From an optimization exercise on the open Yosys and OpenROAD flow, aimed at small area, a short achievable clock period and few clock cycles per item; shortcuts taken in it are not production practice. In this exercise RTL edits were held to simulation tests only and were not proved equivalent to the original. No activity file was given, so power comes from the tool's default toggle rates.

==> flow/design.v <==
package wht_pkg;
   localparam int X_BITS = 12;
   localparam int Y_BITS = 11;
   localparam int ID_BITS = 4;
   localparam int WINDOWS_DEFAULT = 16;
   localparam logic CMD_LOAD = 1'b0;
   localparam logic CMD_CLICK = 1'b1;
   localparam int RECT_BITS = 2 * X_BITS + 2 * Y_BITS;
   localparam int ENTRY_BITS = 1 + ID_BITS + RECT_BITS;
endpackage
module wht_cell (
   input  logic                  clock,
   input  logic                  reset,
   input  logic                  capture,
   input  logic                  op_command,
   input  logic [wht_pkg::ID_BITS-1:0]    op_idx,
   input  logic [wht_pkg::X_BITS-1:0]     op_x,
   input  logic [wht_pkg::Y_BITS-1:0]     op_y,
   input  logic                  ctl_advance,
   input  logic                  ctl_load,
   input  logic                  ctl_any,
   input  logic                  above_in,
   input  logic [wht_pkg::ENTRY_BITS-1:0] prev_entry,
   output logic                  above_out,
   output logic                  pick,
   output logic [wht_pkg::ENTRY_BITS-1:0] entry
);
   logic                 valid_ff, valid_in;
   logic                 match_ff, match_in;
   logic [wht_pkg::ID_BITS-1:0]   id_ff;
   logic [wht_pkg::RECT_BITS-1:0] rect_ff;
   logic [wht_pkg::X_BITS-1:0]    rect_left, rect_right;
   logic [wht_pkg::Y_BITS-1:0]    rect_bottom, rect_top;
   logic                 same_id;
   logic                 holds;
   logic                 shift;
   assign {rect_left, rect_bottom, rect_right, rect_top} = rect_ff;
   assign same_id = valid_ff && (id_ff == op_idx);
   assign holds = valid_ff
                  && (rect_left <= op_x) && (op_x <= rect_right)
                  && (rect_bottom <= op_y) && (op_y <= rect_top);
   always_comb begin
      if (capture) begin
         match_in = (op_command == wht_pkg::CMD_LOAD) ? same_id : holds;
      end else begin
         match_in = match_ff;
      end
   end
   assign shift = ctl_advance && !above_in && (ctl_load || ctl_any);
   assign valid_in = shift ? prev_entry[wht_pkg::ENTRY_BITS-1] : valid_ff;
   always_ff @(posedge clock) begin
      if (reset) begin
         valid_ff <= 1'b0;
         match_ff <= 1'b0;
      end else begin
         valid_ff <= valid_in;
         match_ff <= match_in;
      end
   end
   always_ff @(posedge clock) begin
      if (shift) begin
         id_ff   <= prev_entry[wht_pkg::RECT_BITS +: wht_pkg::ID_BITS];
         rect_ff <= prev_entry[wht_pkg::RECT_BITS-1:0];
      end
   end
   assign pick = match_ff && !above_in;
   assign above_out = above_in || match_ff;
   assign entry = {valid_ff, id_ff, rect_ff};
endmodule
module window_hit_test_move_to_front_top #(
   parameter int WINDOWS = wht_pkg::WINDOWS_DEFAULT
) (
   input  logic                        clock,
   input  logic                        reset,
   input  logic                        req_valid,
   output logic                        req_ready,
   input  logic                        req_command,
   input  logic [wht_pkg::ID_BITS-1:0] req_window_index,
   input  logic [wht_pkg::X_BITS-1:0]  req_rect_left,
   input  logic [wht_pkg::Y_BITS-1:0]  req_rect_bottom,
   input  logic [wht_pkg::X_BITS-1:0]  req_rect_right,
   input  logic [wht_pkg::Y_BITS-1:0]  req_rect_top,
   input  logic [wht_pkg::X_BITS-1:0]  req_point_x,
   input  logic [wht_pkg::Y_BITS-1:0]  req_point_y,
   output logic                        rsp_valid,
   input  logic                        rsp_ready,
   output logic                        rsp_hit,
   output logic [wht_pkg::ID_BITS-1:0] rsp_selected_window
);
   typedef enum logic [1:0] {
      S_IDLE = 2'b01,
      S_BUSY = 2'b10
   } state_type;
   state_type state_ff, state_in;
   logic                        accept;
   logic                        take;
   logic                        capture;
   logic                        out_free;
   logic                        advance;
   logic                        cmd_ff;
   logic [wht_pkg::ID_BITS-1:0] idx_ff;
   logic [wht_pkg::RECT_BITS-1:0] rect_ff;
   logic                        rsp_valid_ff, rsp_valid_in;
   logic                        hit_ff;
   logic [wht_pkg::ID_BITS-1:0] sel_ff;
   logic [WINDOWS:0]            above;
   logic [WINDOWS-1:0]          pick;
   logic [wht_pkg::ENTRY_BITS-1:0] entry_q [WINDOWS];
   logic [wht_pkg::ENTRY_BITS-1:0] top_entry;
   logic [wht_pkg::ENTRY_BITS-1:0] sel_entry;
   logic [wht_pkg::ENTRY_BITS-1:0] sel_bits;
   logic [wht_pkg::ID_BITS-1:0]    sel_id;
   assign req_ready = (state_ff == S_IDLE);
   assign accept = req_valid && req_ready;
   assign take = (req_command == wht_pkg::CMD_CLICK)
                 || ({28'd0, req_window_index} < WINDOWS);
   assign capture = accept && take;
   assign out_free = !rsp_valid_ff || rsp_ready;
   assign advance = (state_ff == S_BUSY) && ((cmd_ff == wht_pkg::CMD_LOAD) || out_free);
   always_comb begin
      state_in = state_ff;
      unique case (state_ff)
         S_IDLE: if (capture) state_in = S_BUSY;
         S_BUSY: if (advance) state_in = S_IDLE;
         default: state_in = S_IDLE;
      endcase
   end
   always_comb begin
      if (advance && (cmd_ff == wht_pkg::CMD_CLICK)) begin
         rsp_valid_in = 1'b1;
      end else if (rsp_ready) begin
         rsp_valid_in = 1'b0;
      end else begin
         rsp_valid_in = rsp_valid_ff;
      end
   end
   always_ff @(posedge clock) begin
      if (reset) begin
         state_ff     <= S_IDLE;
         rsp_valid_ff <= 1'b0;
      end else begin
         state_ff     <= state_in;
         rsp_valid_ff <= rsp_valid_in;
      end
   end
   always_ff @(posedge clock) begin
      if (capture) begin
         cmd_ff  <= req_command;
         idx_ff  <= req_window_index;
         rect_ff <= {req_rect_left, req_rect_bottom, req_rect_right, req_rect_top};
      end
      if (advance && (cmd_ff == wht_pkg::CMD_CLICK)) begin
         hit_ff <= above[WINDOWS];
         sel_ff <= above[WINDOWS] ? sel_id : '0;
      end
   end
   always_comb begin
      sel_bits = '0;
      for (int k = 0; k < WINDOWS; k++) begin
         sel_bits = sel_bits | (pick[k] ? entry_q[k] : '0);
      end
   end
   assign sel_entry = sel_bits;
   assign sel_id = sel_entry[wht_pkg::RECT_BITS +: wht_pkg::ID_BITS];
   assign top_entry = (cmd_ff == wht_pkg::CMD_LOAD)
                      ? {1'b1, idx_ff, rect_ff}
                      : sel_entry;
   assign above[0] = 1'b0;
   for (genvar k = 0; k < WINDOWS; k++) begin : g_cell
      logic [wht_pkg::ENTRY_BITS-1:0] prev;
      if (k == 0) begin : g_head
         assign prev = top_entry;
      end else begin : g_body
         assign prev = entry_q[k-1];
      end
      wht_cell u_cell (
         .clock      (clock),
         .reset      (reset),
         .capture    (capture),
         .op_command (req_command),
         .op_idx     (req_window_index),
         .op_x       (req_point_x),
         .op_y       (req_point_y),
         .ctl_advance(advance),
         .ctl_load   (cmd_ff == wht_pkg::CMD_LOAD),
         .ctl_any    (above[WINDOWS]),
         .above_in   (above[k]),
         .prev_entry (prev),
         .above_out  (above[k+1]),
         .pick       (pick[k]),
         .entry      (entry_q[k])
      );
   end
   assign rsp_valid = rsp_valid_ff;
   assign rsp_hit = hit_ff;
   assign rsp_selected_window = sel_ff;
endmodule
==> flow/run.sh <==
#!/bin/bash
# synth_recipe.tcl (not shown) runs the flow's synth.tcl, then flattens the netlist and writes it again
# the make line also repeats each setting of config.mk as NAME=value (left out here)
make -C /OpenROAD-flow-scripts/flow DESIGN_CONFIG=/design/flow/config.mk WORK_HOME=/design/flow/orfs CLKGATE_MAP_FILE= SYNTH_SCRIPT=/design/flow/synth_recipe.tcl finish
==> flow/config.mk <==
export PLATFORM = sky130hd
export DESIGN_NAME = window_hit_test_move_to_front_top
export DESIGN_NICKNAME = window_hit_test_move_to_front_top
export VERILOG_FILES = /design/flow/design.v
export SDC_FILE = /design/flow/constraint.sdc
export NUM_CORES = 4
export LEC_CHECK = 0
export CAP_MARGIN = 20
export CORE_MARGIN = 2
export CORE_UTILIZATION = 40
export SLEW_MARGIN = 20
==> flow/constraint.sdc <==
create_clock -name core_clock -period 6.0 [get_ports {clock}]
set_input_delay 1.2000 -clock core_clock [delete_from_list [all_inputs] [get_ports {clock}]]
set_output_delay 1.2000 -clock core_clock [all_outputs]
set_load 0.01 [all_outputs]
==> summary.txt <==
-- Yosys cell counts, drive strengths merged (42+ instances only) --
cell type,count
nor2b,88
nor3,66
nor2,150
a21oi,233
clkbuf,112
a211oi,42
o21a,48
ha,736
a22oi,52
a22o,73
xor2,43
a31oi,65
o21ai,131
inv,428
edfxtp,856
a21o,56
nand2,221
nand4,193
a222oi,53
nand3,70
a221oi,130
-- placed cells by master, fill, tap and decap left out, types with 20 or more instances in the layout --
cell	Yosys	layout
o31ai_1	39	39
a221oi_1	130	130
a221o_1	32	32
clkbuf_1	111	22
o21ai_0	130	130
nor3_1	65	59
edfxtp_1	856	856
a222oi_1	53	53
nand4_1	193	193
dfxtp_1	35	31
a21oi_1	233	233
nand3_1	70	70
a2111oi_0	21	20
nor2_1	150	141
clkdlybuf4s50_1	0	84
buf_4	1	103
a31oi_1	65	65
clkbuf_16	0	102
o211ai_1	39	39
xor2_1	43	43
nor2b_1	88	86
a21o_1	56	56
inv_1	428	425
o21a_1	48	48
a22oi_1	52	52
and4_1	21	21
a22o_1	73	73
a211oi_1	41	41
nand2_1	221	221
ha_1	736	736
nand2b_1	22	22
-- through the flow --
step | worst slack [ns] | instances
final | 1.54 | 6154
after global routing | 1.48 | 6153
after CTS | 1.61 | 6153
after detailed placement | 0.834 | 5962
after global placement | 0.932 | 5962
after floorplan | -1.08 | 4263
-- cells by family (layout without fill, tap and decap cells) --
kind of cell	count (synthesis)	count (layout)	share of synthesized area
AO/OA/AOI/OAI	1105	1105	0.155
AND/OR/NAND/NOR	898	898	0.0912
flip-flops	891	891	0.519
adder cells (fa/ha/maj)	736	736	0.181
buffers and inverters	570	810	0.0431
XOR/XNOR	55	55	0.00946
multiplexers	8	8	0.00157
other	0	1	0
-- final cells by class --
cell class	instances	area share
timing repair buffer	190	0.0291
inverter	429	0.0280
antenna	1	0.0000435
tap	1650	0.0358
sequential	891	0.459
multi-input combinational	2802	0.390
clock buffer	133	0.0479
clock inverter	58	0.0103
-- per-layer routing --
layer	vias to the layer above	wire length [µm]	part of all wire
met5	-	65	0.00035
met4	8	8500	0.045
met3	406	19700	0.10
met2	2268	83700	0.45
met1	19495	75900	0.40
li1	17031	-	-
-- final timing paths --
| path | startpoint | to | slack (ns) |
|---|---|---|---|
| setup / recovery | req_point_x[3] | g_cell[13].u_cell.match_ff$_SDFFE_PP0P_ | 1.54 |
| hold / removal | g_cell[6].u_cell.rect_ff[19]$_DFFE_PP_ | g_cell[7].u_cell.rect_ff[19]$_DFFE_PP_ | 0.44 |
| setup reg to reg | g_cell[2].u_cell.match_ff$_SDFFE_PP0P_ | g_cell[0].u_cell.rect_ff[30]$_DFFE_PP_ | 1.77 |
| hold reg to reg | g_cell[6].u_cell.rect_ff[19]$_DFFE_PP_ | g_cell[7].u_cell.rect_ff[19]$_DFFE_PP_ | 0.44 |
-- power by group through the flow --
stage | sequential (mW) | clock, mW | combinational, mW
after floorplan | 7.02 | 0 | 0.760
after global placement | 7.05 | 0 | 1.33
after detailed placement | 7.05 | 0 | 1.35
after CTS | 6.92 | 6.51 | 1.36
after global routing | 6.92 | 6.73 | 1.50
final | 6.92 | 6.42 | 1.39
-- critical path: cells and delay by family --
kind                       cells  cell delay [ns]
adders and majority gates      1             0.47
AOI/OAI and AO/OA              5             2.18
buffers and inverters          3             1.18
-- flip-flops by register name (all words and copies together), names as in the netlist --
| name | flops |
|---|---|
| cmd_ff | 1 |
| g_cell.u_cell.id_ff | 64 |
| g_cell.u_cell.match_ff | 16 |
| g_cell.u_cell.rect_ff | 736 |
| g_cell.u_cell.valid_ff | 16 |
| hit_ff | 1 |
| idx_ff | 4 |
| rect_ff | 46 |
| rsp_valid_ff | 1 |
| sel_ff | 4 |
| state_ff | 2 |
==> key figures <==
Synth
  • Post-synth top area cell: edfxtp_1
  • Syn. warnings: 3
  • Cells after Synth: about 4,300
  • Synth Flop Type: edfxtp_1
  • Asr flop ratio synth: 0
  • Post-synth top area share: 0.505
  • Synth Cell Area: between 50,000 and 60,000 µm²
  • Syn nets: about 5,100
  • Top post-synthesis cells by area: edfxtp_1 50%, ha_1 18%, inv_1 3.2%, nand4_1 2.4%, a21oi_1 2.3%
  • Register bit total from synthesis: 891
  • Seq/Total Area, Yosys: 0.519
  • Post-synth EDFFs: approximately 860
  • Yosys cell types: 78
  • Post-Syn Area per Cell: around 12 µm²

Place
  • IO Port Bufs: between 80 and 90
  • Hpwl dp: 135,000 µm
  • RePlAce Congestion: around 0.95
  • Post-Place Cell Area: roughly 54,000 µm²

CTS
  • Num CTS Buffers: 102
  • Cts repair resizes: 0
  • Clk sink count: 891
  • Root Driver: clkbuf_16
  • Max clock buf depth: 3
  • TritonCTS clock tree: done
  • Post-CTS repair timing setup buffer count: 0
  • CTS clk-pin slew, worst paths: 0.06 ns
  • Clock Latency Late Sink: around 0.76 ns
  • Max H-tree Level: 3
  • Post-cts hold buffer count: 0

Drt
  • Starting DRC count in detailed routing: slightly below 5,000
  • Final wirelength: approximately 190,000 µm
  • Via count: a little under 40,000
  • Drt pass-1 iters: 10
  • Drt drc: 0
  • DR WL/cell: 30.5 µm
  • Vias/cell: between 6 and 7
  • Remaining antenna violation count: 0

Global routing
  • Met1 GRT Util: 0.377
  • GRT Util Overall: 0.283
  • Most Crowded Layer GR: met2
  • Initial antenna violation count: 5
  • Vias in the first global route: 37,949
  • GR Util met3: 0.0659
  • Met2 GRT Util: 0.439
  • Maximum number of pins on one net before global-route repair: 68
  • First-pass GRT wire length: 267,000 µm
  • Grt ovf: 0

Power and ir drop
  • Psw: between 3 and 4 mW
  • Cell Pwr Density: between 200 and 300 nW/µm²
  • Sequential Power Share: 0.470
  • Leakage: around 22 nW
  • Gate power share: 0.095
  • Total power: around 15 mW
  • Clk pwr share: 0.436
  • Internal: 11.0 mW
  • Worst-case vdd ir drop: 0.223 mV
  • Sw frac: 0.255

Min path
  • Hold Crit Depth: 0
  • HP Class: flip-flop to flip-flop

Worst setup path
  • WP data required: about 6.6 ns
  • CP Class: input pin to flip-flop
  • Crit-path slowest cell: a2111oi_0
  • Critical-path cell list: clkdlybuf4s50_1 -> buf_4 -> inv_1 -> ha_1 -> a21oi_1 -> a211oi_1 -> a2111oi_0 -> o22ai_1 -> o41ai_1
  • Critical Path Sink Type: flip-flop
  • Worst setup SP type: input pin
  • Arrival time at the worst endpoint: 5.07 ns
  • R2R cell count: 6
  • Crit-path max cell delay: 0.88 ns
  • Worst Path Max Fanout: 17

Floorplan
  • Die Ht: roughly 360 µm
  • Die Width: around 360 µm
  • Placeable Area: 126,000 µm²
  • Num ports: 85
  • Row Count: 130
  • Initial Utilization: 0.404
  • Full die area: 130,000 µm²

Job
  • Max Cap Viol: 0

Finish
  • Multi-input logic area: about 22,000 µm²
  • Area grow syn2layout: 13.1%
  • Share of cells above drive strength 1: 0.0680
  • Final core utilization: 0.457
  • Fillers: roughly 11,000
  • FF/Latch Area: about 26,000 µm²
  • Post-route design area: 57,600 µm²
  • Final #Nets: about 5,200

STA
  • Max Clock Skew: 0.0391 ns
  • Final setup viols: 0
  • Unrepaired setup endpoints after global routing: no
  • Final hold slack: ~0.44 ns
  • Hold Violations, Final: 0
  • Slew Viols, Final: 0
  • Fmax: 224 MHz
  • Actual slew at the worst max-slew pin: about 1.2 ns
  • Period utilization: 0.743
  • Minimum clock period: 4.46 ns
  • Slew Limit Headroom: 0.215
  • Setup TNS: 0 ns

Status
  • Status: no timing/DRC/antenna violations
Testbench counts, summed over its fixed seeds: cycles 48,008, items 24,000.

separate check: timing with driven ports:
The flow's constraints put no driver on any port. The routed layout listed below was extracted and timed again, unchanged, in two steps.
Step 1, drivers: a clkbuf_16 drives clock and a buf_2 each remaining input, both assumed.
Step 2, shift: input delay + t, output delay - t, t = (earliest + latest rising clock arrival at the registers) / 2. This alone moves slack from input paths to output paths.
Three values: ideal, step 1, step 2; two values: the first two.
t (ns): 0.809
slack for setup (ns): 1.541 / 1.586 / 0.777
hold slack, ns: 0.445 / 0.445 / 0.445
latest minus earliest clock arrival (ns): 0.043 / 0.043
slew at the worst register clock pin (ns): 0.07 / 0.07
After both steps this run still meets setup and hold. For this run, drivers alone change the setup slack by +0.045 ns; drivers and shift together by -0.764 ns.
